From an optimization exercise on the open Yosys and OpenROAD flow, aimed at small area, a short achievable clock period and few clock cycles; shortcuts taken in it are not production practice. Only simulation tests tie the RTL to the original design; equivalence was not proved.

## flow/design.v (module list and top-level ports; edited modules follow where they fit)
// module gru_cell_mul_cs: 744 lines
// module gru_cell: 257 lines
module gru_cell #(
    parameter int DATA_WIDTH     = 32,
    parameter int FRAC_BITS      = 16,
    parameter int GRU_UNITS      = 3,
    parameter int INPUT_FEATURES = 3,
    parameter int CELL_INDEX     = 0
) (
    input  logic                                   clk,
    input  logic                                   rst,
    input  logic                                   i_start_cell,
    output logic                                   o_done_cell,
    input  logic                                   i_computation_phase,
    input  logic [INPUT_FEATURES*DATA_WIDTH-1:0]   i_input_vector_flat,
    input  logic [GRU_UNITS*DATA_WIDTH-1:0]        i_prev_hidden_state_flat,
    input  logic [GRU_UNITS*DATA_WIDTH-1:0]        i_r_modified_hidden_flat,
    input  logic [INPUT_FEATURES*DATA_WIDTH-1:0]   i_Wr_flat,
    input  logic [INPUT_FEATURES*DATA_WIDTH-1:0]   i_Wz_flat,
    input  logic [INPUT_FEATURES*DATA_WIDTH-1:0]   i_Wh_flat,
    input  logic [GRU_UNITS*DATA_WIDTH-1:0]        i_Ur_flat,
    input  logic [GRU_UNITS*DATA_WIDTH-1:0]        i_Uz_flat,
    input  logic [GRU_UNITS*DATA_WIDTH-1:0]        i_Uh_flat,
    input  logic signed [DATA_WIDTH-1:0]           i_br,
    input  logic signed [DATA_WIDTH-1:0]           i_bz,
    input  logic signed [DATA_WIDTH-1:0]           i_bh,
    output logic signed [DATA_WIDTH-1:0]           o_new_hidden_state
);
  // ...
==> flow/flow/run.sh <==
#!/bin/bash
set -euo pipefail
export BUFFER_PORTS_ARGS="-buffer_cell sky130_fd_sc_hd__buf_1"
export SETUP_SLACK_MARGIN=6
export TNS_END_PERCENT=100
bash standard.sh > standard.log 2>&1
==> flow/standard.sh <==
#!/bin/bash
# synth_recipe.tcl (not shown) runs the flow's synth.tcl, then flattens the netlist and writes it again
# the make line also repeats each setting of config.mk as NAME=value (left out here)
make -C /OpenROAD-flow-scripts/flow DESIGN_CONFIG=/design/flow/config.mk WORK_HOME=/design/flow/orfs CLKGATE_MAP_FILE= SYNTH_SCRIPT=/design/flow/synth_recipe.tcl "${@:-finish}"
==> flow/config.mk <==
export PLATFORM = sky130hd
export DESIGN_NAME = gru_cell
export DESIGN_NICKNAME = gru_cell
export VERILOG_FILES = /design/flow/design.v
export SDC_FILE = /design/flow/constraint.sdc
export NUM_CORES = 4
export LEC_CHECK = 0
export CAP_MARGIN = 20
export CORE_MARGIN = 2
export CORE_UTILIZATION = 50
export SLEW_MARGIN = 20
==> flow/constraint.sdc <==
create_clock -name core_clock -period 10.0 [get_ports {clk}]
set_input_delay 2.0000 -clock core_clock [delete_from_list [all_inputs] [get_ports {clk}]]
set_output_delay 2.0000 -clock core_clock [all_outputs]
set_load 0.01 [all_outputs]
==> results.tsv, run 1 <==
metric	value	unit
Area contributors post-synth	fa_1 16%, dfxtp_1 14%, a22oi_1 8.6%	
Clock Sinks	351	
error msg	[ERROR GRT-0232] Routing congestion too high. Check the congestion heatmap in the GUI.	
register area share after synthesis	21.0	%
post-CTS sizing	224	
largest family of logic cells by synthesized area	compound AO/OA/AOI/OAI gates	
DP HPWL	197	mm
GR Util All Layers	73.8	%
status	aborted with a tool error	
PortBufs	996	
Initial Util	50.3	%
M3 GR Usage	59.8	%
area leader, netlist	fa_1	
DP Worst Slack	4310	ps
Halt Stage	global routing (5_1_grt)	
largest net degree at the start of global routing	65	
GRT met1 Usage	75.5	%
Unique masters post-synth	89	
Rows	100	
post-synthesis cell count	4209	
total CTS buffers	39	
Routability Congestion	1.19	
Post-Syn Area	0.0374	mm^2
number of synthesized register bits	351	
multiplexer share of the synthesized area	3.38	%
Simple-Gate Fraction of Synth Area	13.9	%
predominant post-synthesis flop cell	dfxtp_1	
gr busiest metal	met2	
clock buffer depth	3	
# hold bufs at CTS	0	
H-tree depth	2	
compound-cell area share of the yosys netlist	25.0	%
Synth Area in Adders	20.6	%
Placed Area	0.0417	mm^2
die span in y	278	um
die width	278	um
placed instance count	5898	
Setup Buffers After CTS	38	
xor/xnor share of the synthesized area	10.0	%
met2 Use GR	89.3	%
commonest cells in the synthesized netlist	427 x a22oi_1, 291 x fa_1, 285 x clkbuf_1	
Testbench counts, summed over its fixed seeds: cycles 13,432.
==> module gru_cell, before the edit <==
module gru_cell #(
    parameter int DATA_WIDTH     = 32,
    parameter int FRAC_BITS      = 16,
    parameter int GRU_UNITS      = 3,
    parameter int INPUT_FEATURES = 3,
    parameter int CELL_INDEX     = 0
) (
    input  logic                                   clk,
    input  logic                                   rst,
    input  logic                                   i_start_cell,
    output logic                                   o_done_cell,
    input  logic                                   i_computation_phase,
    input  logic [INPUT_FEATURES*DATA_WIDTH-1:0]   i_input_vector_flat,
    input  logic [GRU_UNITS*DATA_WIDTH-1:0]        i_prev_hidden_state_flat,
    input  logic [GRU_UNITS*DATA_WIDTH-1:0]        i_r_modified_hidden_flat,
    input  logic [INPUT_FEATURES*DATA_WIDTH-1:0]   i_Wr_flat,
    input  logic [INPUT_FEATURES*DATA_WIDTH-1:0]   i_Wz_flat,
    input  logic [INPUT_FEATURES*DATA_WIDTH-1:0]   i_Wh_flat,
    input  logic [GRU_UNITS*DATA_WIDTH-1:0]        i_Ur_flat,
    input  logic [GRU_UNITS*DATA_WIDTH-1:0]        i_Uz_flat,
    input  logic [GRU_UNITS*DATA_WIDTH-1:0]        i_Uh_flat,
    input  logic signed [DATA_WIDTH-1:0]           i_br,
    input  logic signed [DATA_WIDTH-1:0]           i_bz,
    input  logic signed [DATA_WIDTH-1:0]           i_bh,
    output logic signed [DATA_WIDTH-1:0]           o_new_hidden_state
);
    localparam logic [1:0] ST_IDLE = 2'd0, ST_RUN = 2'd1, ST_DONE = 2'd2;
    localparam logic [1:0] K_NONE = 2'd0, K_ONE = 2'd1, K_LO = 2'd2, K_HI = 2'd3;
    localparam logic [1:0] P_NORM = 2'd0, P_BUB = 2'd1, P_HI = 2'd2;
    logic [1:0]  state_q, state_d, pass_q, pass_d;
    logic [4:0]  cnt_q, cnt_d;
    logic        done_q, done_d, armed_q, armed_d, ph_q;
    logic        begin_req, issuing, slot_ok, fit, adv, fin_ev;
    logic [15:0] sl_q, sl_d;          
    logic [5:1]  slr_q, slz_q;        
    logic [1:0]  k0_d, k0_q, k1_q;
    logic        l0_d, l0_q, l1_q, z0_d, z0_q, z1_q, f0_d, f0_q, f1_q;
    logic        sig_q;
    logic [31:0] w_sel, x_sel, x_q;
    logic [17:0] ch;
    logic [18:0] bx;
    logic [8:0]  one_d, two_d, neg_d, one_q, two_q, neg_q;
    logic [17:0] fitw, fitw_q;        
    logic        ld_bias, ld_acc, ld_bias_q, ld_acc_q;
    logic [50:0] ps, pc;
    logic [16:0] lo_sum;
    logic [31:0] t_row, t_q;
    logic [47:0] s_q, c_q;
    logic        cy_q;
    logic [47:0] q48;
    logic        ovf, sgn;
    logic [34:0] acc_q, acc_d, dot_q, binit, csa_s, csa_c, acc_p, acc_m;
    logic [35:0] acc_n;
    logic [31:0] out_q, out_d;
    logic [34:0] sig_t;
    logic [16:0] sig_v;       
    logic [17:0] tnh_v;       
    logic [16:0] omz;         
    function automatic logic fits18(input logic [31:0] v);
        fits18 = (v[31:17] == 15'h0000) || (v[31:17] == 15'h7FFF);
    endfunction
    assign begin_req = (state_q == ST_IDLE) && i_start_cell && armed_q;
    assign issuing   = begin_req || state_q == ST_RUN;
    assign sig_t = {{2{dot_q[34]}}, dot_q[34:2]} + 35'sd32768;
    assign sig_v = sig_t[34] ? 17'd0 : (sig_t[33:16] != 18'd0) ? 17'h10000 : sig_t[16:0];
    assign tnh_v = ($signed(dot_q) < -35'sd65536) ? -18'sd65536 :
                   ($signed(dot_q) >  35'sd65536) ?  18'sd65536 : dot_q[17:0];
    assign omz   = 17'h10000 - out_q[16:0];
    always_comb begin
        w_sel = ({32{sl_q[0]}} & (i_computation_phase ? i_Wz_flat[0 +: 32] : i_Wr_flat[0 +: 32]))
              | ({32{slr_q[1]}} & i_Wr_flat[32 +: 32]) | ({32{slz_q[1]}} & i_Wz_flat[32 +: 32])
              | ({32{slr_q[2]}} & i_Wr_flat[64 +: 32]) | ({32{slz_q[2]}} & i_Wz_flat[64 +: 32])
              | ({32{slr_q[3]}} & i_Ur_flat[0 +: 32])  | ({32{slz_q[3]}} & i_Uz_flat[0 +: 32])
              | ({32{slr_q[4]}} & i_Ur_flat[32 +: 32]) | ({32{slz_q[4]}} & i_Uz_flat[32 +: 32])
              | ({32{slr_q[5]}} & i_Ur_flat[64 +: 32]) | ({32{slz_q[5]}} & i_Uz_flat[64 +: 32])
              | ({32{sl_q[6]}}  & i_Wh_flat[0 +: 32])  | ({32{sl_q[7]}}  & i_Wh_flat[32 +: 32])
              | ({32{sl_q[8]}}  & i_Wh_flat[64 +: 32])
              | ({32{sl_q[9]}}  & i_Uh_flat[0 +: 32])  | ({32{sl_q[10]}} & i_Uh_flat[32 +: 32])
              | ({32{sl_q[11]}} & i_Uh_flat[64 +: 32])
              | ({32{sl_q[12]}} & {15'd0, out_q[16:0]})
              | ({32{sl_q[14]}} & {15'd0, omz});
        x_sel = ({32{sl_q[0] | sl_q[6]}} & i_input_vector_flat[0 +: 32])
              | ({32{sl_q[1] | sl_q[7]}} & i_input_vector_flat[32 +: 32])
              | ({32{sl_q[2] | sl_q[8]}} & i_input_vector_flat[64 +: 32])
              | ({32{sl_q[3]}}  & i_prev_hidden_state_flat[0 +: 32])
              | ({32{sl_q[4]}}  & i_prev_hidden_state_flat[32 +: 32])
              | ({32{sl_q[5]}}  & i_prev_hidden_state_flat[64 +: 32])
              | ({32{sl_q[9]}}  & i_r_modified_hidden_flat[0 +: 32])
              | ({32{sl_q[10]}} & i_r_modified_hidden_flat[32 +: 32])
              | ({32{sl_q[11]}} & i_r_modified_hidden_flat[64 +: 32])
              | ({32{sl_q[12]}} & i_prev_hidden_state_flat[0 +: 32])
              | ({32{sl_q[14]}} & {{14{tnh_v[17]}}, tnh_v});
    end
    always_comb begin
        fitw[0]  = i_computation_phase ? fits18(i_Wz_flat[0 +: 32]) : fits18(i_Wr_flat[0 +: 32]);
        fitw[1]  = i_computation_phase ? fits18(i_Wz_flat[32 +: 32]) : fits18(i_Wr_flat[32 +: 32]);
        fitw[2]  = i_computation_phase ? fits18(i_Wz_flat[64 +: 32]) : fits18(i_Wr_flat[64 +: 32]);
        fitw[3]  = i_computation_phase ? fits18(i_Uz_flat[0 +: 32])  : fits18(i_Ur_flat[0 +: 32]);
        fitw[4]  = i_computation_phase ? fits18(i_Uz_flat[32 +: 32]) : fits18(i_Ur_flat[32 +: 32]);
        fitw[5]  = i_computation_phase ? fits18(i_Uz_flat[64 +: 32]) : fits18(i_Ur_flat[64 +: 32]);
        fitw[6]  = fits18(i_Wh_flat[0 +: 32]);
        fitw[7]  = fits18(i_Wh_flat[32 +: 32]);
        fitw[8]  = fits18(i_Wh_flat[64 +: 32]);
        fitw[9]  = fits18(i_Uh_flat[0 +: 32]);
        fitw[10] = fits18(i_Uh_flat[32 +: 32]);
        fitw[11] = fits18(i_Uh_flat[64 +: 32]);
        fitw[17:12] = '1;
        fit = sl_q[0] ? fitw[0] : 1'b1;
        for (int k = 1; k < 12; k++)
            if (sl_q[k] && !fitw_q[k]) fit = 1'b0;
    end
    assign ch = (pass_q == P_HI) ? {{2{w_sel[31]}}, w_sel[31:16]} :
                (pass_q == P_BUB) ? 18'd0 :
                fit ? w_sel[17:0] : {2'b00, w_sel[15:0]};
    assign bx = {ch, 1'b0};
    always_comb begin
        for (int i = 0; i < 9; i++) begin
            one_d[i] = bx[2*i+1] ^ bx[2*i];
            two_d[i] = (bx[2*i+2] & ~bx[2*i+1] & ~bx[2*i]) | (~bx[2*i+2] & bx[2*i+1] & bx[2*i]);
            neg_d[i] = bx[2*i+2];
        end
    end
    assign slot_ok = ph_q ? (cnt_q <= 5'd14 && cnt_q != 5'd13) : (cnt_q <= 5'd5);
    always_comb begin
        k0_d = K_NONE;
        if (issuing && (slot_ok || state_q == ST_IDLE)) begin
            case (pass_q)
                P_HI:    k0_d = K_HI;
                P_BUB:   k0_d = K_NONE;
                default: k0_d = fit ? K_ONE : K_LO;
            endcase
        end
        l0_d = cnt_q == 5'd5 || cnt_q == 5'd11;
        z0_d = cnt_q == 5'd11;
        f0_d = cnt_q == 5'd14;
    end
    assign adv = (pass_q == P_NORM && fit) || pass_q == P_HI;
    assign t_row = (k0_q == K_HI) ? t_q : 32'd0;
    gru_cell_mul_cs u_mul (
        .a(x_q), .bone(one_q), .btwo(two_q), .bneg(neg_q), .t(t_row), .s(ps), .c(pc)
    );
    assign lo_sum = {1'b0, ps[15:0]} + {1'b0, pc[15:0]};
    assign q48   = s_q + c_q + {47'd0, cy_q};
    assign ovf   = (k1_q == K_HI) ? !(q48[47:31] == 17'h00000 || q48[47:31] == 17'h1FFFF)
                                  : !(q48[34:31] == 4'h0 || q48[34:31] == 4'hF);
    assign sgn   = (k1_q == K_HI) ? q48[47] : q48[34];
    assign csa_s = acc_q ^ s_q[34:0] ^ c_q[34:0];
    assign csa_c = (acc_q & s_q[34:0]) | (acc_q & c_q[34:0]) | (s_q[34:0] & c_q[34:0]);
    assign acc_n = {csa_s, 1'b1} + {csa_c[33:0], 1'b0, cy_q};
    assign acc_p = acc_q + 35'h0_7FFF_FFFF;
    assign acc_m = acc_q - 35'h0_8000_0000;
    assign acc_d = !ovf ? acc_n[35:1] : sgn ? acc_m : acc_p;
    assign binit = (state_q == ST_IDLE) ? (i_computation_phase ? {{3{i_bz[31]}}, i_bz} : {{3{i_br[31]}}, i_br}) :
                   z1_q ? 35'd0 : {{3{i_bh[31]}}, i_bh};
    assign ld_bias = state_d == ST_IDLE || (l0_q && (k0_q == K_ONE || k0_q == K_HI));
    assign ld_acc  = k0_q == K_ONE || k0_q == K_HI;
    assign fin_ev = f1_q && (k1_q == K_ONE || k1_q == K_HI);
    assign out_d  = sig_q ? {15'd0, sig_v} : fin_ev ? acc_n[32:1] : out_q;
    always_comb begin
        state_d = state_q;
        cnt_d   = cnt_q;
        pass_d  = pass_q;
        done_d  = done_q;
        armed_d = armed_q | !i_start_cell;
        if (issuing) begin
            case (pass_q)
                P_NORM:  pass_d = fit ? P_NORM : P_BUB;
                P_BUB:   pass_d = P_HI;
                default: pass_d = P_NORM;
            endcase
            if (adv)
                cnt_d = cnt_q + 5'd1;
        end
        if (begin_req) begin
            state_d = ST_RUN;
            armed_d = 1'b0;
        end
        if (state_q == ST_RUN && ((sig_q && !ph_q) || fin_ev)) begin
            state_d = ST_DONE;
            cnt_d   = 5'd0;
            pass_d  = P_NORM;
            done_d  = 1'b1;
        end
        if (state_q == ST_DONE) begin
            if (!i_start_cell) begin
                state_d = ST_IDLE;
                done_d  = 1'b0;
            end
        end
        if (rst) begin
            state_d = ST_IDLE;
            cnt_d   = 5'd0;
            pass_d  = P_NORM;
            done_d  = 1'b0;
            armed_d = 1'b0;
        end
    end
    logic back_to_0;
    assign back_to_0 = rst || state_q == ST_DONE || (state_q == ST_IDLE && !begin_req) ||
                       (state_q == ST_RUN && ((sig_q && !ph_q) || fin_ev));
    always_comb begin
        if (back_to_0)
            sl_d = 16'd1;
        else if (adv)
            sl_d = {sl_q[14:0], 1'b0};
        else
            sl_d = sl_q;
    end
    always_ff @(posedge clk) begin
        state_q <= state_d;
        cnt_q   <= cnt_d;
        pass_q  <= pass_d;
        done_q  <= done_d;
        armed_q <= armed_d;
        sl_q    <= sl_d;
        slr_q   <= sl_d[5:1] & {5{!i_computation_phase}};
        slz_q   <= sl_d[5:1] & {5{i_computation_phase}};
        if (rst) begin
            k0_q  <= K_NONE;
            k1_q  <= K_NONE;
            sig_q <= 1'b0;
        end else begin
            k0_q  <= k0_d;
            k1_q  <= k0_q;
            sig_q <= l1_q && (k1_q == K_ONE || k1_q == K_HI);
        end
    end
    always_ff @(posedge clk) begin
        ph_q  <= i_computation_phase;
        l0_q  <= l0_d;
        z0_q  <= z0_d;
        f0_q  <= f0_d;
        l1_q  <= l0_q;
        z1_q  <= z0_q;
        f1_q  <= f0_q;
        x_q   <= x_sel;
        one_q <= one_d;
        two_q <= two_d;
        neg_q <= neg_d;
        s_q   <= (k0_q == K_HI) ? ps[47:0] : {13'd0, ps[50:16]};
        c_q   <= (k0_q == K_HI) ? pc[47:0] : {13'd0, pc[50:16]};
        cy_q  <= (k0_q == K_HI) ? 1'b0 : lo_sum[16];
        if (k1_q == K_LO)
            t_q <= q48[31:0];
        fitw_q <= fitw;
        ld_bias_q <= ld_bias;
        ld_acc_q  <= ld_acc;
        if (ld_bias_q)
            acc_q <= binit;
        else if (ld_acc_q)
            acc_q <= acc_d;
        dot_q <= acc_d;
        out_q <= out_d;
    end
    assign o_done_cell        = done_q;
    assign o_new_hidden_state = out_q;
endmodule
==> inputs of run 2 (changes only) <==
--- a/flow/design.v
+++ b/flow/design.v
@@ -12,18 +12,19 @@
     localparam logic [2:0] S_DONE  = 3'd5;
 endpackage
 module gru_cell_mul_cs (
     input  logic [31:0] a,
     input  logic [8:0]  bone,
     input  logic [8:0]  btwo,
     input  logic [8:0]  bneg,
     input  logic [31:0] t,
-    output logic [50:0] s,
-    output logic [50:0] c
+    output logic [50:0] r0,
+    output logic [50:0] r1,
+    output logic [50:0] r2
 );
     logic [32:0] ax;
     logic [33:0] ax2;
     assign ax  = {a[31], a};
     assign ax2 = {ax, 1'b0};
     logic [32:0] pp0;
     assign pp0 = (({33{bone[0]}} & ax) | ({33{btwo[0]}} & ax2[32:0])) ^ {33{bneg[0]}};
     logic [32:0] pp1;
@@ -293,65 +294,16 @@
     logic f211s, f211c;
     logic f212s, f212c;
     logic f213s, f213c;
     logic f214s, f214c;
     logic f215s, f215c;
     logic f216s, f216c;
     logic f217s, f217c;
     logic h37s, h37c;
-    logic h38s, h38c;
-    logic h39s, h39c;
-    logic f218s, f218c;
-    logic f219s, f219c;
-    logic f220s, f220c;
-    logic f221s, f221c;
-    logic f222s, f222c;
-    logic f223s, f223c;
-    logic f224s, f224c;
-    logic f225s, f225c;
-    logic f226s, f226c;
-    logic f227s, f227c;
-    logic f228s, f228c;
-    logic f229s, f229c;
-    logic f230s, f230c;
-    logic f231s, f231c;
-    logic f232s, f232c;
-    logic f233s, f233c;
-    logic f234s, f234c;
-    logic f235s, f235c;
-    logic f236s, f236c;
-    logic f237s, f237c;
-    logic f238s, f238c;
-    logic f239s, f239c;
-    logic f240s, f240c;
-    logic f241s, f241c;
-    logic f242s, f242c;
-    logic f243s, f243c;
-    logic f244s, f244c;
-    logic f245s, f245c;
-    logic f246s, f246c;
-    logic f247s, f247c;
-    logic f248s, f248c;
-    logic f249s, f249c;
-    logic f250s, f250c;
-    logic f251s, f251c;
-    logic f252s, f252c;
-    logic f253s, f253c;
-    logic f254s, f254c;
-    logic f255s, f255c;
-    logic f256s, f256c;
-    logic f257s, f257c;
-    logic f258s, f258c;
-    logic f259s, f259c;
-    logic f260s, f260c;
-    logic f261s, f261c;
-    logic f262s, f262c;
-    logic f263s, f263c;
-    logic h40s, h40c;
     assign {h0c, h0s} = {1'b0, bneg[7]} + {1'b0, t[14]};
     assign {h1c, h1s} = {1'b0, t[15]} + {1'b0, pp0[15]};
     assign {f0c, f0s} = {1'b0, bneg[8]} + {1'b0, t[16]} + {1'b0, pp0[16]};
     assign {h2c, h2s} = {1'b0, pp1[14]} + {1'b0, pp2[12]};
     assign {f1c, f1s} = {1'b0, t[17]} + {1'b0, pp0[17]} + {1'b0, pp1[15]};
     assign {h3c, h3s} = {1'b0, pp2[13]} + {1'b0, pp3[11]};
     assign {f2c, f2s} = {1'b0, t[18]} + {1'b0, pp0[18]} + {1'b0, pp1[16]};
     assign {h4c, h4s} = {1'b0, pp2[14]} + {1'b0, pp3[12]};
@@ -598,167 +550,169 @@
     assign {f211c, f211s} = {1'b0, f167s} + {1'b0, f165c} + {1'b0, f166c};
     assign {f212c, f212s} = {1'b0, f167c} + {1'b0, f169s} + {1'b0, f170s};
     assign {f213c, f213s} = {1'b0, f169c} + {1'b0, f171s} + {1'b0, f172s};
     assign {f214c, f214s} = {1'b0, h33s} + {1'b0, f171c} + {1'b0, f172c};
     assign {f215c, f215s} = {1'b0, pp8[28]} + {1'b0, h33c} + {1'b0, f173c};
     assign {f216c, f216s} = {1'b0, h34s} + {1'b0, pp7[31]} + {1'b0, pp8[29]};
     assign {f217c, f217s} = {1'b0, t[31]} + {1'b0, h34c} + {1'b0, ~pp7[32]};
     assign {h37c, h37s} = {1'b0, 1'b1} + {1'b0, t[31]};
-    assign {h38c, h38s} = {1'b0, bneg[0]} + {1'b0, t[0]};
-    assign {h39c, h39s} = {1'b0, t[1]} + {1'b0, pp0[1]};
-    assign {f218c, f218s} = {1'b0, h35s} + {1'b0, pp0[2]} + {1'b0, pp1[0]};
-    assign {f219c, f219s} = {1'b0, h35c} + {1'b0, pp1[1]} + {1'b0, h36s};
-    assign {f220c, f220s} = {1'b0, pp2[0]} + {1'b0, h36c} + {1'b0, f175s};
-    assign {f221c, f221s} = {1'b0, h30s} + {1'b0, f175c} + {1'b0, f176s};
-    assign {f222c, f222s} = {1'b0, f176c} + {1'b0, f101s} + {1'b0, f177s};
-    assign {f223c, f223s} = {1'b0, f102s} + {1'b0, f177c} + {1'b0, f178s};
-    assign {f224c, f224s} = {1'b0, f104s} + {1'b0, f178c} + {1'b0, f179s};
-    assign {f225c, f225s} = {1'b0, f106s} + {1'b0, f179c} + {1'b0, f180s};
-    assign {f226c, f226s} = {1'b0, f180c} + {1'b0, f108s} + {1'b0, f181s};
-    assign {f227c, f227s} = {1'b0, f110s} + {1'b0, f181c} + {1'b0, f182s};
-    assign {f228c, f228s} = {1'b0, f112s} + {1'b0, f182c} + {1'b0, f183s};
-    assign {f229c, f229s} = {1'b0, f114s} + {1'b0, f183c} + {1'b0, f184s};
-    assign {f230c, f230s} = {1'b0, f116s} + {1'b0, f184c} + {1'b0, f185s};
-    assign {f231c, f231s} = {1'b0, f118s} + {1'b0, f185c} + {1'b0, f186s};
-    assign {f232c, f232s} = {1'b0, f186c} + {1'b0, f120s} + {1'b0, f187s};
-    assign {f233c, f233s} = {1'b0, f122s} + {1'b0, f187c} + {1'b0, f188s};
-    assign {f234c, f234s} = {1'b0, f124s} + {1'b0, f188c} + {1'b0, f189s};
-    assign {f235c, f235s} = {1'b0, f126s} + {1'b0, f189c} + {1'b0, f190s};
-    assign {f236c, f236s} = {1'b0, f128s} + {1'b0, f190c} + {1'b0, f191s};
-    assign {f237c, f237s} = {1'b0, f130s} + {1'b0, f191c} + {1'b0, f192s};
-    assign {f238c, f238s} = {1'b0, f132s} + {1'b0, f192c} + {1'b0, f193s};
-    assign {f239c, f239s} = {1'b0, f134s} + {1'b0, f193c} + {1'b0, f194s};
-    assign {f240c, f240s} = {1'b0, f136s} + {1'b0, f194c} + {1'b0, f195s};
-    assign {f241c, f241s} = {1'b0, f138s} + {1'b0, f195c} + {1'b0, f196s};
-    assign {f242c, f242s} = {1'b0, f140s} + {1'b0, f196c} + {1'b0, f197s};
-    assign {f243c, f243s} = {1'b0, f142s} + {1'b0, f197c} + {1'b0, f198s};
-    assign {f244c, f244s} = {1'b0, f144s} + {1'b0, f198c} + {1'b0, f199s};
-    assign {f245c, f245s} = {1'b0, f146s} + {1'b0, f199c} + {1'b0, f200s};
-    assign {f246c, f246s} = {1'b0, f148s} + {1'b0, f200c} + {1'b0, f201s};
-    assign {f247c, f247s} = {1'b0, f150s} + {1'b0, f201c} + {1'b0, f202s};
-    assign {f248c, f248s} = {1'b0, f152s} + {1'b0, f202c} + {1'b0, f203s};
-    assign {f249c, f249s} = {1'b0, f154s} + {1'b0, f203c} + {1'b0, f204s};
-    assign {f250c, f250s} = {1'b0, f156s} + {1'b0, f204c} + {1'b0, f205s};
-    assign {f251c, f251s} = {1'b0, f158s} + {1'b0, f205c} + {1'b0, f206s};
-    assign {f252c, f252s} = {1'b0, f160s} + {1'b0, f206c} + {1'b0, f207s};
-    assign {f253c, f253s} = {1'b0, f160c} + {1'b0, f208s} + {1'b0, f207c};
-    assign {f254c, f254s} = {1'b0, f164s} + {1'b0, f208c} + {1'b0, f209s};
-    assign {f255c, f255s} = {1'b0, f166s} + {1'b0, f209c} + {1'b0, f210s};
-    assign {f256c, f256s} = {1'b0, f168s} + {1'b0, f210c} + {1'b0, f211s};
-    assign {f257c, f257s} = {1'b0, f168c} + {1'b0, f211c} + {1'b0, f212s};
-    assign {f258c, f258s} = {1'b0, f170c} + {1'b0, f213s} + {1'b0, f212c};
-    assign {f259c, f259s} = {1'b0, f173s} + {1'b0, f214s} + {1'b0, f213c};
-    assign {f260c, f260s} = {1'b0, f174s} + {1'b0, f214c} + {1'b0, f215s};
-    assign {f261c, f261s} = {1'b0, f174c} + {1'b0, f216s} + {1'b0, f215c};
-    assign {f262c, f262s} = {1'b0, pp8[30]} + {1'b0, f216c} + {1'b0, f217s};
-    assign {f263c, f263s} = {1'b0, h37s} + {1'b0, pp8[31]} + {1'b0, f217c};
-    assign {h40c, h40s} = {1'b0, h37c} + {1'b0, ~pp8[32]};
-    assign s[0] = h38s;
-    assign c[0] = pp0[0];
-    assign s[1] = h38c;
-    assign c[1] = h39s;
-    assign s[2] = h39c;
-    assign c[2] = f218s;
-    assign s[3] = f218c;
-    assign c[3] = f219s;
-    assign s[4] = f219c;
-    assign c[4] = f220s;
-    assign s[5] = f220c;
-    assign c[5] = f221s;
-    assign s[6] = f221c;
-    assign c[6] = f222s;
-    assign s[7] = f222c;
-    assign c[7] = f223s;
-    assign s[8] = f223c;
-    assign c[8] = f224s;
-    assign s[9] = f224c;
-    assign c[9] = f225s;
-    assign s[10] = f225c;
-    assign c[10] = f226s;
-    assign s[11] = f226c;
-    assign c[11] = f227s;
-    assign s[12] = f227c;
-    assign c[12] = f228s;
-    assign s[13] = f228c;
-    assign c[13] = f229s;
-    assign s[14] = f229c;
-    assign c[14] = f230s;
-    assign s[15] = f230c;
-    assign c[15] = f231s;
-    assign s[16] = f231c;
-    assign c[16] = f232s;
-    assign s[17] = f232c;
-    assign c[17] = f233s;
-    assign s[18] = f233c;
-    assign c[18] = f234s;
-    assign s[19] = f234c;
-    assign c[19] = f235s;
-    assign s[20] = f235c;
-    assign c[20] = f236s;
-    assign s[21] = f236c;
-    assign c[21] = f237s;
-    assign s[22] = f237c;
-    assign c[22] = f238s;
-    assign s[23] = f238c;
-    assign c[23] = f239s;
-    assign s[24] = f239c;
-    assign c[24] = f240s;
-    assign s[25] = f240c;
-    assign c[25] = f241s;
-    assign s[26] = f241c;
-    assign c[26] = f242s;
-    assign s[27] = f242c;
-    assign c[27] = f243s;
-    assign s[28] = f243c;
-    assign c[28] = f244s;
-    assign s[29] = f244c;
-    assign c[29] = f245s;
-    assign s[30] = f245c;
-    assign c[30] = f246s;
-    assign s[31] = f246c;
-    assign c[31] = f247s;
-    assign s[32] = f247c;
-    assign c[32] = f248s;
-    assign s[33] = f248c;
-    assign c[33] = f249s;
-    assign s[34] = f249c;
-    assign c[34] = f250s;
-    assign s[35] = f250c;
-    assign c[35] = f251s;
-    assign s[36] = f251c;
-    assign c[36] = f252s;
-    assign s[37] = f252c;
-    assign c[37] = f253s;
-    assign s[38] = f253c;
-    assign c[38] = f254s;
-    assign s[39] = f254c;
-    assign c[39] = f255s;
-    assign s[40] = f255c;
-    assign c[40] = f256s;
-    assign s[41] = f256c;
-    assign c[41] = f257s;
-    assign s[42] = f257c;
-    assign c[42] = f258s;
-    assign s[43] = f258c;
-    assign c[43] = f259s;
-    assign s[44] = f259c;
-    assign c[44] = f260s;
-    assign s[45] = f260c;
-    assign c[45] = f261s;
-    assign s[46] = f261c;
-    assign c[46] = f262s;
-    assign s[47] = f262c;
-    assign c[47] = f263s;
-    assign s[48] = f263c;
-    assign c[48] = h40s;
-    assign s[49] = h40c;
-    assign c[49] = 1'b1;
-    assign s[50] = 1'b1;
-    assign c[50] = 1'b0;
+    assign r0[0] = bneg[0];
+    assign r1[0] = t[0];
+    assign r2[0] = pp0[0];
+    assign r0[1] = t[1];
+    assign r1[1] = pp0[1];
+    assign r2[1] = 1'b0;
+    assign r0[2] = h35s;
+    assign r1[2] = pp0[2];
+    assign r2[2] = pp1[0];
+    assign r0[3] = h35c;
+    assign r1[3] = h36s;
+    assign r2[3] = pp1[1];
+    assign r0[4] = h36c;
+    assign r1[4] = f175s;
+    assign r2[4] = pp2[0];
+    assign r0[5] = f175c;
+    assign r1[5] = f176s;
+    assign r2[5] = h30s;
+    assign r0[6] = f176c;
+    assign r1[6] = f177s;
+    assign r2[6] = f101s;
+    assign r0[7] = f177c;
+    assign r1[7] = f178s;
+    assign r2[7] = f102s;
+    assign r0[8] = f178c;
+    assign r1[8] = f179s;
+    assign r2[8] = f104s;
+    assign r0[9] = f179c;
+    assign r1[9] = f180s;
+    assign r2[9] = f106s;
+    assign r0[10] = f180c;
+    assign r1[10] = f181s;
+    assign r2[10] = f108s;
+    assign r0[11] = f181c;
+    assign r1[11] = f182s;
+    assign r2[11] = f110s;
+    assign r0[12] = f182c;
+    assign r1[12] = f183s;
+    assign r2[12] = f112s;
+    assign r0[13] = f183c;
+    assign r1[13] = f184s;
+    assign r2[13] = f114s;
+    assign r0[14] = f184c;
+    assign r1[14] = f185s;
+    assign r2[14] = f116s;
+    assign r0[15] = f185c;
+    assign r1[15] = f186s;
+    assign r2[15] = f118s;
+    assign r0[16] = f186c;
+    assign r1[16] = f187s;
+    assign r2[16] = f120s;
+    assign r0[17] = f187c;
+    assign r1[17] = f188s;
+    assign r2[17] = f122s;
+    assign r0[18] = f188c;
+    assign r1[18] = f189s;
+    assign r2[18] = f124s;
+    assign r0[19] = f189c;
+    assign r1[19] = f190s;
+    assign r2[19] = f126s;
+    assign r0[20] = f190c;
+    assign r1[20] = f191s;
+    assign r2[20] = f128s;
+    assign r0[21] = f191c;
+    assign r1[21] = f192s;
+    assign r2[21] = f130s;
+    assign r0[22] = f192c;
+    assign r1[22] = f193s;
+    assign r2[22] = f132s;
+    assign r0[23] = f193c;
+    assign r1[23] = f194s;
+    assign r2[23] = f134s;
+    assign r0[24] = f194c;
+    assign r1[24] = f195s;
+    assign r2[24] = f136s;
+    assign r0[25] = f195c;
+    assign r1[25] = f196s;
+    assign r2[25] = f138s;
+    assign r0[26] = f196c;
+    assign r1[26] = f197s;
+    assign r2[26] = f140s;
+    assign r0[27] = f197c;
+    assign r1[27] = f198s;
+    assign r2[27] = f142s;
+    assign r0[28] = f198c;
+    assign r1[28] = f199s;
+    assign r2[28] = f144s;
+    assign r0[29] = f199c;
+    assign r1[29] = f200s;
+    assign r2[29] = f146s;
+    assign r0[30] = f200c;
+    assign r1[30] = f201s;
+    assign r2[30] = f148s;
+    assign r0[31] = f201c;
+    assign r1[31] = f202s;
+    assign r2[31] = f150s;
+    assign r0[32] = f202c;
+    assign r1[32] = f203s;
+    assign r2[32] = f152s;
+    assign r0[33] = f203c;
+    assign r1[33] = f204s;
+    assign r2[33] = f154s;
+    assign r0[34] = f204c;
+    assign r1[34] = f205s;
+    assign r2[34] = f156s;
+    assign r0[35] = f205c;
+    assign r1[35] = f206s;
+    assign r2[35] = f158s;
+    assign r0[36] = f206c;
+    assign r1[36] = f207s;
+    assign r2[36] = f160s;
+    assign r0[37] = f207c;
+    assign r1[37] = f208s;
+    assign r2[37] = f160c;
+    assign r0[38] = f208c;
+    assign r1[38] = f209s;
+    assign r2[38] = f164s;
+    assign r0[39] = f209c;
+    assign r1[39] = f210s;
+    assign r2[39] = f166s;
+    assign r0[40] = f210c;
+    assign r1[40] = f211s;
+    assign r2[40] = f168s;
+    assign r0[41] = f211c;
+    assign r1[41] = f212s;
+    assign r2[41] = f168c;
+    assign r0[42] = f212c;
+    assign r1[42] = f213s;
+    assign r2[42] = f170c;
+    assign r0[43] = f213c;
+    assign r1[43] = f214s;
+    assign r2[43] = f173s;
+    assign r0[44] = f214c;
+    assign r1[44] = f215s;
+    assign r2[44] = f174s;
+    assign r0[45] = f215c;
+    assign r1[45] = f216s;
+    assign r2[45] = f174c;
+    assign r0[46] = f216c;
+    assign r1[46] = f217s;
+    assign r2[46] = pp8[30];
+    assign r0[47] = f217c;
+    assign r1[47] = h37s;
+    assign r2[47] = pp8[31];
+    assign r0[48] = h37c;
+    assign r1[48] = ~pp8[32];
+    assign r2[48] = 1'b0;
+    assign r0[49] = 1'b1;
+    assign r1[49] = 1'b0;
+    assign r2[49] = 1'b0;
+    assign r0[50] = 1'b1;
+    assign r1[50] = 1'b0;
+    assign r2[50] = 1'b0;
 endmodule
 import gru_cell_pkg::*;
 module gru_cell #(
     parameter int DATA_WIDTH     = 32,
     parameter int FRAC_BITS      = 16,
     parameter int GRU_UNITS      = 3,
     parameter int INPUT_FEATURES = 3,
     parameter int CELL_INDEX     = 0
@@ -795,21 +749,28 @@
     logic        l0_d, l0_q, l1_q, z0_d, z0_q, z1_q, f0_d, f0_q, f1_q;
     logic        sig_q;
     logic [31:0] w_sel, x_sel, x_q;
     logic [17:0] ch;
     logic [18:0] bx;
     logic [8:0]  one_d, two_d, neg_d, one_q, two_q, neg_q;
     logic [17:0] fitw, fitw_q;        
     logic        ld_bias, ld_acc, ld_bias_q, ld_acc_q;
-    logic [50:0] ps, pc;
+    logic [50:0] pr0, pr1, pr2;
     logic [16:0] lo_sum;
+    logic [15:0] lo_x, lo_m;
+    logic [47:0] r0_q, r1_q, r2_q;
+    logic [1:0]  cy2_q;
+    logic        cya;
     logic [31:0] t_row, t_q;
     logic [47:0] s_q, c_q;
     logic        cy_q;
+    logic [32:0] lo32;
+    logic [16:0] ha, hb, zc, oc;
+    logic        cin31, z_ok, o_ok;
     logic [47:0] q48;
     logic        ovf, sgn;
     logic [34:0] acc_q, acc_d, dot_q, binit, csa_s, csa_c, acc_p, acc_m;
     logic [35:0] acc_n;
     logic [31:0] out_q, out_d;
     logic [34:0] sig_t;
     logic [16:0] sig_v;       
     logic [17:0] tnh_v;       
@@ -890,22 +851,35 @@
         end
         l0_d = cnt_q == 5'd5 || cnt_q == 5'd11;
         z0_d = cnt_q == 5'd11;
         f0_d = cnt_q == 5'd14;
     end
     assign adv = (pass_q == P_NORM && fit) || pass_q == P_HI;
     assign t_row = (k0_q == K_HI) ? t_q : 32'd0;
     gru_cell_mul_cs u_mul (
-        .a(x_q), .bone(one_q), .btwo(two_q), .bneg(neg_q), .t(t_row), .s(ps), .c(pc)
+        .a(x_q), .bone(one_q), .btwo(two_q), .bneg(neg_q), .t(t_row), .r0(pr0), .r1(pr1), .r2(pr2)
     );
-    assign lo_sum = {1'b0, ps[15:0]} + {1'b0, pc[15:0]};
+    assign lo_x   = pr0[15:0] ^ pr1[15:0] ^ pr2[15:0];
+    assign lo_m   = (pr0[15:0] & pr1[15:0]) | (pr0[15:0] & pr2[15:0]) | (pr1[15:0] & pr2[15:0]);
+    assign lo_sum = {1'b0, lo_x} + {1'b0, lo_m[14:0], 1'b0};
+    assign s_q  = r0_q ^ r1_q ^ r2_q;
+    assign cya  = cy2_q != 2'd0;
+    assign c_q  = {(r0_q[46:0] & r1_q[46:0]) | (r0_q[46:0] & r2_q[46:0]) | (r1_q[46:0] & r2_q[46:0]), cya};
+    assign cy_q = cy2_q == 2'd2;
     assign q48   = s_q + c_q + {47'd0, cy_q};
-    assign ovf   = (k1_q == K_HI) ? !(q48[47:31] == 17'h00000 || q48[47:31] == 17'h1FFFF)
-                                  : !(q48[34:31] == 4'h0 || q48[34:31] == 4'hF);
+    assign lo32  = {1'b0, s_q[30:0], 1'b1} + {1'b0, c_q[30:0], cy_q};
+    assign cin31 = lo32[32];
+    assign ha    = s_q[47:31];
+    assign hb    = c_q[47:31];
+    assign zc    = {~((ha[16:1] ^ hb[16:1]) ^ (ha[15:0] | hb[15:0])), 1'b1};
+    assign oc    = {((ha[16:1] ^ hb[16:1]) ^ (ha[15:0] & hb[15:0])), 1'b1};
+    assign z_ok  = (k1_q == K_HI) ? (&zc) : (&zc[3:0]);
+    assign o_ok  = (k1_q == K_HI) ? (&oc) : (&oc[3:0]);
+    assign ovf   = !((z_ok && ((ha[0] ^ hb[0]) == cin31)) || (o_ok && (!(ha[0] ^ hb[0]) == cin31)));
     assign sgn   = (k1_q == K_HI) ? q48[47] : q48[34];
     assign csa_s = acc_q ^ s_q[34:0] ^ c_q[34:0];
     assign csa_c = (acc_q & s_q[34:0]) | (acc_q & c_q[34:0]) | (s_q[34:0] & c_q[34:0]);
     assign acc_n = {csa_s, 1'b1} + {csa_c[33:0], 1'b0, cy_q};
     assign acc_p = acc_q + 35'h0_7FFF_FFFF;
     assign acc_m = acc_q - 35'h0_8000_0000;
     assign acc_d = !ovf ? acc_n[35:1] : sgn ? acc_m : acc_p;
     assign binit = (state_q == ST_IDLE) ? (i_computation_phase ? {{3{i_bz[31]}}, i_bz} : {{3{i_br[31]}}, i_br}) :
@@ -990,19 +964,20 @@
         f0_q  <= f0_d;
         l1_q  <= l0_q;
         z1_q  <= z0_q;
         f1_q  <= f0_q;
         x_q   <= x_sel;
         one_q <= one_d;
         two_q <= two_d;
         neg_q <= neg_d;
-        s_q   <= (k0_q == K_HI) ? ps[47:0] : {13'd0, ps[50:16]};
-        c_q   <= (k0_q == K_HI) ? pc[47:0] : {13'd0, pc[50:16]};
-        cy_q  <= (k0_q == K_HI) ? 1'b0 : lo_sum[16];
+        r0_q  <= (k0_q == K_HI) ? pr0[47:0] : {13'd0, pr0[50:16]};
+        r1_q  <= (k0_q == K_HI) ? pr1[47:0] : {13'd0, pr1[50:16]};
+        r2_q  <= (k0_q == K_HI) ? pr2[47:0] : {13'd0, pr2[50:16]};
+        cy2_q <= (k0_q == K_HI) ? 2'd0 : {1'b0, lo_sum[16]} + {1'b0, lo_m[15]};
         if (k1_q == K_LO)
             t_q <= q48[31:0];
         fitw_q <= fitw;
         ld_bias_q <= ld_bias;
         ld_acc_q  <= ld_acc;
         if (ld_bias_q)
             acc_q <= binit;
         else if (ld_acc_q)
==> flow/config.mk (replaced) <==
export PLATFORM = sky130hd
export DESIGN_NAME = gru_cell
export DESIGN_NICKNAME = gru_cell
export VERILOG_FILES = /design/flow/design.v
export SDC_FILE = /design/flow/constraint.sdc
export NUM_CORES = 4
export LEC_CHECK = 0
export CAP_MARGIN = 20
export CORE_MARGIN = 2
export CORE_UTILIZATION = 40
export SLEW_MARGIN = 20
==> run 2 against run 1 <==
The run now finishes clean. Synthesized area up 2.9%. Synthesized cell count grew 2.0%.
==> results.tsv, run 2 <==
metric	value	unit	change
final setup vio count	0		
DR iter-0 viols	8012		
H-tree depth	2		unchanged
PortBufs	996		unchanged
FF-to-FF path depth	16		
Fin. Hold Viols	0		
Unique masters post-synth	84		-5.6%
die width	314	um	+13%
hold wc startpoint	z0_q$_DFF_P_		
Detail Route Antenna Nets	0		
CORE AREA	0.0952	mm^2	
# IOs	997		
CP Class	reg -> reg		
WHS Path Cells	0		
final global-route overflow total	0		
Area contributors post-synth	dfxtp_1 16%, fa_1 16%, a22oi_1 8.6%		
layout cell share with drive strength beyond 1	13.8	%	
Slew @ Worst Pin	1290	ps	
Hold EP	z1_q$_DFF_P_		
Routability Congestion	1.08		-9.1%
Startpoint Class	flop		
Rows	113		+13%
first-pass iteration count of the detailed router	13		
DP HPWL	198	mm	+0.50%
status	finished clean		
final clock skew	41.5	ps	
R2R setup slack	5660	ps	
commonest cells in the synthesized netlist	442 x a22oi_1, 316 x dfxtp_1, 315 x fa_1		
WP data required	10400	ps	
vias in the first global route	41800		
WHS	326	ps	
most frequent cells in the layout	991 x buf_1, 423 x a22oi_1, 288 x inv_1, 277 x nand2_1, 275 x fa_1		
number of synthesized register bits	400		+14%
clock buffer depth	3		unchanged
die span in y	314	um	+13%
setup TNS	0	ps	
Initial Util	40.5	%	-9.9 points
data arrival time of the critical path	4740	ps	
Vias/cell	6.73		
area leader, netlist	dfxtp_1		
total routed wirelength	256	mm	
# hold bufs at CTS	0		unchanged
Post-Syn Area	0.0385	mm^2	+2.9%
Hold WC Path Type	reg -> reg		
worst flop-to-flop path endpoint	acc_q[4]$_DFFE_PP_		
Avg Cell Area, Syn	8.97	um^2	
RSZ-0062 raised after global routing	true		
vias	44700		
reg2reg start	r2_q[0]$_DFF_P_		
Clock Latency Late Sink	650	ps	
Ys Warns	1		
GR Util All Layers	50.0	%	
min Tclk post-route	4340	ps	
EDFF count, synth	84		
CP Max Fanout	5		
f_max	230	MHz	
ys async rst share	0	%	
NumNets Final	6710		
DRC	0		
commonest non-fill, non-tap cell in the layout	buf_1		
TritonCTS clock tree	done		
clk slew on worst S/H paths	60	ps	
period utilisation layout	43.4	%	
antenna violations before repair	106		
drt wl/cell	38.6	um	
MaxCap Viol Count	0		
register area share after synthesis	23.0	%	+2.0 points
Clock Sinks	400		+14%
total CTS buffers	49		+26%
Top Registers	r0_q x48, r1_q x48, r2_q x48		
post-synthesis cell count	4294		+2.0%
largest net degree at the start of global routing	156		
Worst Setup End Kind	flop		
Post-Syn Nets	5738		
P&R area growth vs syn	28.2	%	
most common cell in the netlist	a22oi_1		
max-slew violation count	0		
DIE AREA	0.0988	mm^2	
predominant post-synthesis flop cell	dfxtp_1		
root buf cell	clkbuf_16		
Synth top area share	16.4	%	
first-pass GRT wire length	342	mm	
Slew HR	13.2	%	
## run 2: critical path: stages (launching register included)
cell and delay, ps:
dfxtp_2 320, fa_2 500, mux2i_4 190, inv_2 70
fa_2 390, a21oi_4 170, o2111ai_2 150, a31oi_4 260
nand3b_1 160, a41oi_2 240, xnor2_2 150, a2111o_2 580
buf_6 160, buf_6 120, buf_6 110, o31a_1 330
o21ba_2 200
## run 2: through the flow
stage                     worst slack (ps)  utilization (%)  instance area (um^2)  std cells
after floorplan                       5880                -                 39000       4294
after global placement                4130             45.5                 43300       6280
after detailed placement              4330             45.5                 43300       6282
after CTS                             5640             50.4                 48000       6521
after global routing                  5590             51.8                 49300       6606
final                                 5660             51.9                 49300       6639
## run 2: final cells by class
type | instances | area, um^2
clock inverter | 26 | 307
tap | 1265 | 1580
multi-input combinational | 3243 | 28800
sequential | 400 | 9000
clock buffer | 66 | 1440
inverter | 303 | 1170
antenna | 67 | 168
timing repair buffer | 1269 | 6860
fill | 9111 | 45800
## run 2: timing repair
action	CTS	global route
setup buffers	125	49
endpoints found under the setup margin	161	112
resized for setup	300	171
gates cloned	22	1
pin swaps	87	91
## run 2: how the worst max path moves through the flow
stage / slack [ps] / depth (start not counted) / to / startpoint
floorplan: 5880 / 20 / cy2_q[0]$_SDFF_PN0_ / one_q[6]$_DFF_P_
global placement: 4130 / 7 / two_q[3]$_DFF_P_ / i_computation_phase
detailed placement: 4330 / 8 / two_q[7]$_DFF_P_ / i_computation_phase
CTS: 5640 / 15 / acc_q[28]$_DFFE_PP_ / r0_q[0]$_DFF_P_
global route: 5590 / 14 / acc_q[26]$_DFFE_PP_ / r0_q[6]$_DFF_P_
finish: 5660 / 16 / acc_q[4]$_DFFE_PP_ / r2_q[0]$_DFF_P_
## run 2: metal layers
layer  global-route usage (%)  part of all wire [%]  vias to the layer above
li1                         -                     -                    17800
met1                     60.4                    36                    21900
met2                     68.5                    39                     3945
met3                     29.2                    18                      945
met4                     27.6                   7.6                       68
met5                     2.03                  0.23                        -
## run 2: cells by family (layout without fill, tap and decap cells)
group / count (synthesis) / in the layout / share of synthesized area, %
compound gates: 1174 / 1175 / 22.5
simple gates: 1041 / 1041 / 13.5
buf+inv: 652 / 1664 / 6.39
fa+ha+maj: 480 / 480 / 21.7
xor+xnor: 430 / 430 / 9.78
flops: 400 / 400 / 23.0
mux: 117 / 117 / 3.06
other cells: 0 / 67 / 0
Testbench counts of run 2, summed over its fixed seeds: cycles 13,432.

[port drivers added, routing unchanged]
How much do the figures lean on ideal ports? The routed layout below was timed once more, with nothing changed but the port constraints. Step 1 assumes that a clkbuf_16 drives the clock port and a buf_2 every other input. Step 2 times the ports against the registers' clock, not the clock port: input delays grow and output delays shrink by t, the midpoint of the rising clock arrivals with the driver on. a / b / c = ideal / step 1 / step 2; a / b = the first two.
run: run 2
t, ns: 0.695
setup slack, ns: 5.659 / 5.659 / 5.257
worst setup path after step 2: input to register
pins driven straight from the clock port: 1
After both steps setup and hold are still met in run 2. The setup slack of run 2 moves by 0.000 ns with the drivers and by -0.402 ns with both steps.
